This is an optimization exercise on Yosys and OpenROAD, whose aim is small area, a short achievable clock period and few clock cycles, not a production implementation.
Where RTL was checked, it was by simulation tests only, not by an equivalence proof against the original.
Power and IR drop assume default switching activity.

## before
// packed_12bit_sample_file_decoder
module packed_12bit_sample_file_decoder
(
  input  logic               clk_i,
  input  logic               rst_ni,
  input  logic               byte_valid_i,
  output logic               byte_ready_o,
  input  logic [7:0]         byte_data_i,
  input  logic               byte_last_i,
  output logic               res_valid_o,
  input  logic               res_ready_i,
  output logic [1:0]         res_kind_o,
  output logic signed [15:0] res_sample_o,
  output logic [15:0]        res_rate_hz_o,
  output logic [1:0]         res_rate_source_o,
  output logic               res_looped_o,
  output logic [16:0]        res_attack_len_o,
  output logic [16:0]        res_repeat_len_o,
  output logic [1:0]         res_error_code_o,
  output logic               res_end_of_run_o
);
For scale: roughly 100 flip-flops, roughly 89 I/O pins, roughly 0.0056 mm² of cells after synthesis.
==> module pk12_out_fifo, before the edit <==
module pk12_out_fifo
(
  input  logic           clk_i,
  input  logic           rst_ni,
  input  logic           push_i,
  input  pk12_pkg::ent_t ent_i,
  input  logic           pop_i,
  output logic           valid_o,
  output logic           tail_o,
  output logic           hdr_o,     
  output logic           hdrn_a_o,  
  output logic           hdrn_r_o,
  output logic           hdr_m_o,
  output pk12_pkg::ent_t head_o
);
  logic           hv_q;
  logic           hh_q;
  logic           hhan_q, hhrn_q, hhm_q;  
  pk12_pkg::ent_t h_q;
  logic           pop;
  assign pop     = pop_i && hv_q;
  assign valid_o = hv_q;
  assign tail_o  = h_q.tail;
  assign hdr_o   = hh_q;
  assign hdrn_a_o = hhan_q;
  assign hdrn_r_o = hhrn_q;
  assign hdr_m_o = hhm_q;
  assign head_o  = h_q;
  always_ff @(posedge clk_i or negedge rst_ni) begin
    if (!rst_ni) begin
      hv_q <= 1'b0;
      hh_q <= 1'b0;
    end else if (push_i) begin
      hv_q <= 1'b1;
      hh_q <= (ent_i.kind == pk12_pkg::KIND_HEADER);
    end else if (pop) begin
      hv_q <= h_q.tail;
      hh_q <= 1'b0;
    end
  end
  always_ff @(posedge clk_i) begin
    if (push_i)   hhan_q <= (ent_i.kind != pk12_pkg::KIND_HEADER);
    else if (pop) hhan_q <= 1'b1;
  end
  always_ff @(posedge clk_i) begin
    if (push_i)             hhrn_q <= (ent_i.kind != pk12_pkg::KIND_HEADER);
    else if (pop || !hv_q)  hhrn_q <= 1'b1;
  end
  always_ff @(posedge clk_i) begin
    if (push_i)             hhm_q <= (ent_i.kind == pk12_pkg::KIND_HEADER);
    else if (pop || !hh_q)  hhm_q <= 1'b0;
  end
  always_ff @(posedge clk_i) begin
    if (push_i) begin
      h_q <= ent_i;
    end else if (pop) begin
      h_q      <= '0;
      h_q.kind <= h_q.tail_err ? pk12_pkg::KIND_ERROR : pk12_pkg::KIND_DONE;
    end
  end
endmodule
==> module packed_12bit_sample_file_decoder, before the edit <==
module packed_12bit_sample_file_decoder
(
  input  logic               clk_i,
  input  logic               rst_ni,
  input  logic               byte_valid_i,
  output logic               byte_ready_o,
  input  logic [7:0]         byte_data_i,
  input  logic               byte_last_i,
  output logic               res_valid_o,
  input  logic               res_ready_i,
  output logic [1:0]         res_kind_o,
  output logic signed [15:0] res_sample_o,
  output logic [15:0]        res_rate_hz_o,
  output logic [1:0]         res_rate_source_o,
  output logic               res_looped_o,
  output logic [16:0]        res_attack_len_o,
  output logic [16:0]        res_repeat_len_o,
  output logic [1:0]         res_error_code_o,
  output logic               res_end_of_run_o
);
  logic        a_v_q, bn_q;
  logic [7:0]  a_d_q, b_d_q;
  logic        a_l_q, b_l_q;
  logic        take, a_free, proc;
  logic        mod, nw;
  logic        hv, htail, hh, hhan, hhrn, hhm;
  logic        proc_pop, proc_nopop;
  pk12_pkg::ent_t ent;
  pk12_pkg::ent_t head;
  logic        looped;
  logic [2:0]  rate;
  logic [1:0]  rsrc;
  logic [16:0] atkn, repn;
  assign byte_ready_o = bn_q;
  assign take   = byte_valid_i && bn_q;
  assign proc_nopop = a_v_q && !(hh && mod) && (!nw || !hv);
  assign proc_pop   = a_v_q && !(hh && mod) && (!nw || !hv || !htail);
  assign proc       = res_ready_i ? proc_pop : proc_nopop;
  assign a_free = !a_v_q || proc;
  always_ff @(posedge clk_i or negedge rst_ni) begin
    if (!rst_ni) begin
      a_v_q <= 1'b0;
      bn_q  <= 1'b1;
    end else if (a_free) begin
      a_v_q <= !bn_q || take;
      bn_q  <= 1'b1;
    end else if (take) begin
      bn_q  <= 1'b0;
    end
  end
  always_ff @(posedge clk_i) begin
    if (a_free) begin
      a_d_q <= bn_q ? byte_data_i : b_d_q;
      a_l_q <= bn_q ? byte_last_i : b_l_q;
    end
    if (bn_q) begin
      b_d_q <= byte_data_i;
      b_l_q <= byte_last_i;
    end
  end
  pk12_parse u_parse (
    .clk_i    (clk_i),
    .rst_ni   (rst_ni),
    .proc_i   (proc),
    .data_i   (a_d_q),
    .last_i   (a_l_q),
    .mod_o    (mod),
    .nw_o     (nw),
    .ent_o    (ent),
    .looped_o (looped),
    .rate_o   (rate),
    .rsrc_o   (rsrc),
    .atkn_o   (atkn),
    .repn_o   (repn)
  );
  pk12_out_fifo u_out (
    .clk_i   (clk_i),
    .rst_ni  (rst_ni),
    .push_i  (proc && nw),
    .ent_i   (ent),
    .pop_i   (res_ready_i),
    .valid_o (hv),
    .tail_o  (htail),
    .hdr_o   (hh),
    .hdrn_a_o (hhan),
    .hdrn_r_o (hhrn),
    .hdr_m_o (hhm),
    .head_o  (head)
  );
  logic r33, r50, r16;
  assign {r16, r50, r33} = rate;
  assign res_valid_o       = hv;
  assign res_kind_o        = head.kind;
  assign res_end_of_run_o  = head.kind[1];
  assign res_sample_o      = {head.smp, 4'b0000};
  assign res_error_code_o  = head.err;
  assign res_rate_hz_o     = {hhm && !r16, hhm && !r33, 4'b0000, hhm && !r16, hhm && !r33,
                              1'b0, hhm && r50, hhm && r33, hhm, hhm && r16, hhm && r33,
                              hhm && r16, hhm && !r50};
  assign res_rate_source_o = hhm ? rsrc : 2'd0;
  assign res_looped_o      = hhm && looped;
  assign res_attack_len_o  = ~(atkn | {17{hhan}});
  assign res_repeat_len_o  = ~(repn | {17{hhrn}});
endmodule
clock: 8.5 ns
lec_check: 0
cap_margin: 20
core_margin: 2
core_utilization: 40
slew_margin: 20
standard.sh (not shown) runs the stock make flow with config.mk's settings and CLKGATE_MAP_FILE= SYNTH_SCRIPT=/design/flow/synth_recipe.tcl, a recipe that flattens the netlist after the stock synthesis.
==> flow/flow/run.sh <==
#!/bin/bash
# The standard layout (standard.sh) with these make settings: SETUP_SLACK_MARGIN=5.6 "BUFFER_PORTS_ARGS=-buffer_cell sky130_fd_sc_hd__buf_1" "CTS_ARGS=-sink_clustering_enable -repair_clock_nets -sink_clustering_size 50 -sink_clustering_max_diameter 300 -dont_use_dummy_load"
# The make output goes to make_finish.log; each ORFS step logs under orfs/logs/.
set -euo pipefail
bash standard.sh SETUP_SLACK_MARGIN=5.6 "BUFFER_PORTS_ARGS=-buffer_cell sky130_fd_sc_hd__buf_1" "CTS_ARGS=-sink_clustering_enable -repair_clock_nets -sink_clustering_size 50 -sink_clustering_max_diameter 300 -dont_use_dummy_load" finish > make_finish.log 2>&1
Testbench counts of before, summed over its fixed seeds: cycles 40,452.
[inputs] after vs before
--- a/flow/design.v
+++ b/flow/design.v
@@ -222,6 +222,6 @@
   output logic           tail_o,
   output logic           hdr_o,     
-  output logic           hdrn_a_o,  
-  output logic           hdrn_r_o,
+  output logic [1:0]     hdrn_a_o,  
+  output logic [1:0]     hdrn_r_o,
   output logic           hdr_m_o,
   output pk12_pkg::ent_t head_o
@@ -229,5 +229,6 @@
   logic           hv_q;
   logic           hh_q;
-  logic           hhan_q, hhrn_q, hhm_q;  
+  logic [1:0]     hhan_q, hhrn_q;  
+  logic           hhm_q;           
   pk12_pkg::ent_t h_q;
   logic           pop;
@@ -253,10 +254,18 @@
   end
   always_ff @(posedge clk_i) begin
-    if (push_i)   hhan_q <= (ent_i.kind != pk12_pkg::KIND_HEADER);
-    else if (pop) hhan_q <= 1'b1;
+    if (push_i)   hhan_q[0] <= (ent_i.kind != pk12_pkg::KIND_HEADER);
+    else if (pop) hhan_q[0] <= 1'b1;
   end
   always_ff @(posedge clk_i) begin
-    if (push_i)             hhrn_q <= (ent_i.kind != pk12_pkg::KIND_HEADER);
-    else if (pop || !hv_q)  hhrn_q <= 1'b1;
+    if (push_i)                    hhan_q[1] <= (ent_i.kind != pk12_pkg::KIND_HEADER);
+    else if (pop || !hv_q || !hh_q) hhan_q[1] <= 1'b1;
+  end
+  always_ff @(posedge clk_i) begin
+    if (push_i)             hhrn_q[0] <= (ent_i.kind != pk12_pkg::KIND_HEADER);
+    else if (pop || !hv_q)  hhrn_q[0] <= 1'b1;
+  end
+  always_ff @(posedge clk_i) begin
+    if (push_i)             hhrn_q[1] <= (ent_i.kind != pk12_pkg::KIND_HEADER);
+    else if (pop || !hh_q)  hhrn_q[1] <= 1'b1;
   end
   always_ff @(posedge clk_i) begin
@@ -298,5 +307,6 @@
   logic        take, a_free, proc;
   logic        mod, nw;
-  logic        hv, htail, hh, hhan, hhrn, hhm;
+  logic        hv, htail, hh, hhm;
+  logic [1:0]  hhan, hhrn;
   logic        proc_pop, proc_nopop;
   pk12_pkg::ent_t ent;
@@ -374,5 +384,5 @@
   assign res_rate_source_o = hhm ? rsrc : 2'd0;
   assign res_looped_o      = hhm && looped;
-  assign res_attack_len_o  = ~(atkn | {17{hhan}});
-  assign res_repeat_len_o  = ~(repn | {17{hhrn}});
+  assign res_attack_len_o  = ~(atkn | {{8{hhan[1]}}, {9{hhan[0]}}});
+  assign res_repeat_len_o  = ~(repn | {{8{hhrn[1]}}, {9{hhrn[0]}}});
 endmodule
- Status: final hold slack parity (before, after)
- Taking before as the reference, in after cell area ~0 delta; power consumption -6.0%; critical path depth ~0 delta; sum of routed wire segments on met1 +2.2%; register-to-register slack -0.03 ns.
- Sort before and after by post-CTS setup repair buffer count asc -> top: after
- after: full flow OK, the timing, design-rule and antenna checks passed
- after: static power due to leakage lower than before
No functional check of the RTL was part of after.

## port drivers added, routing unchanged
Ports are ideal in the flow. The routed layouts listed here were re-timed in OpenROAD.
Step 1 assumes that a clkbuf_16 drives the clock port and a buf_2 every other input.
Step 2 times the ports against the registers' clock, not the clock port: input delays grow and output delays shrink by t, the midpoint of the rising clock arrivals with the driver on.
a / b / c = ideal ports / drivers / drivers and shift; a / b = the first two.
run | t (ns) | setup WS [ns] | worst register clock-pin slew, ns
before | 0.386 | 5.625 / 5.584 / 5.324 | 0.07 / 0.07
after | 0.382 | 5.650 / 5.610 / 5.358 | 0.07 / 0.07
After both steps every run listed still meets setup and hold. For before, which loses most, drivers alone change the setup slack by -0.041 ns; drivers and shift together by -0.301 ns.
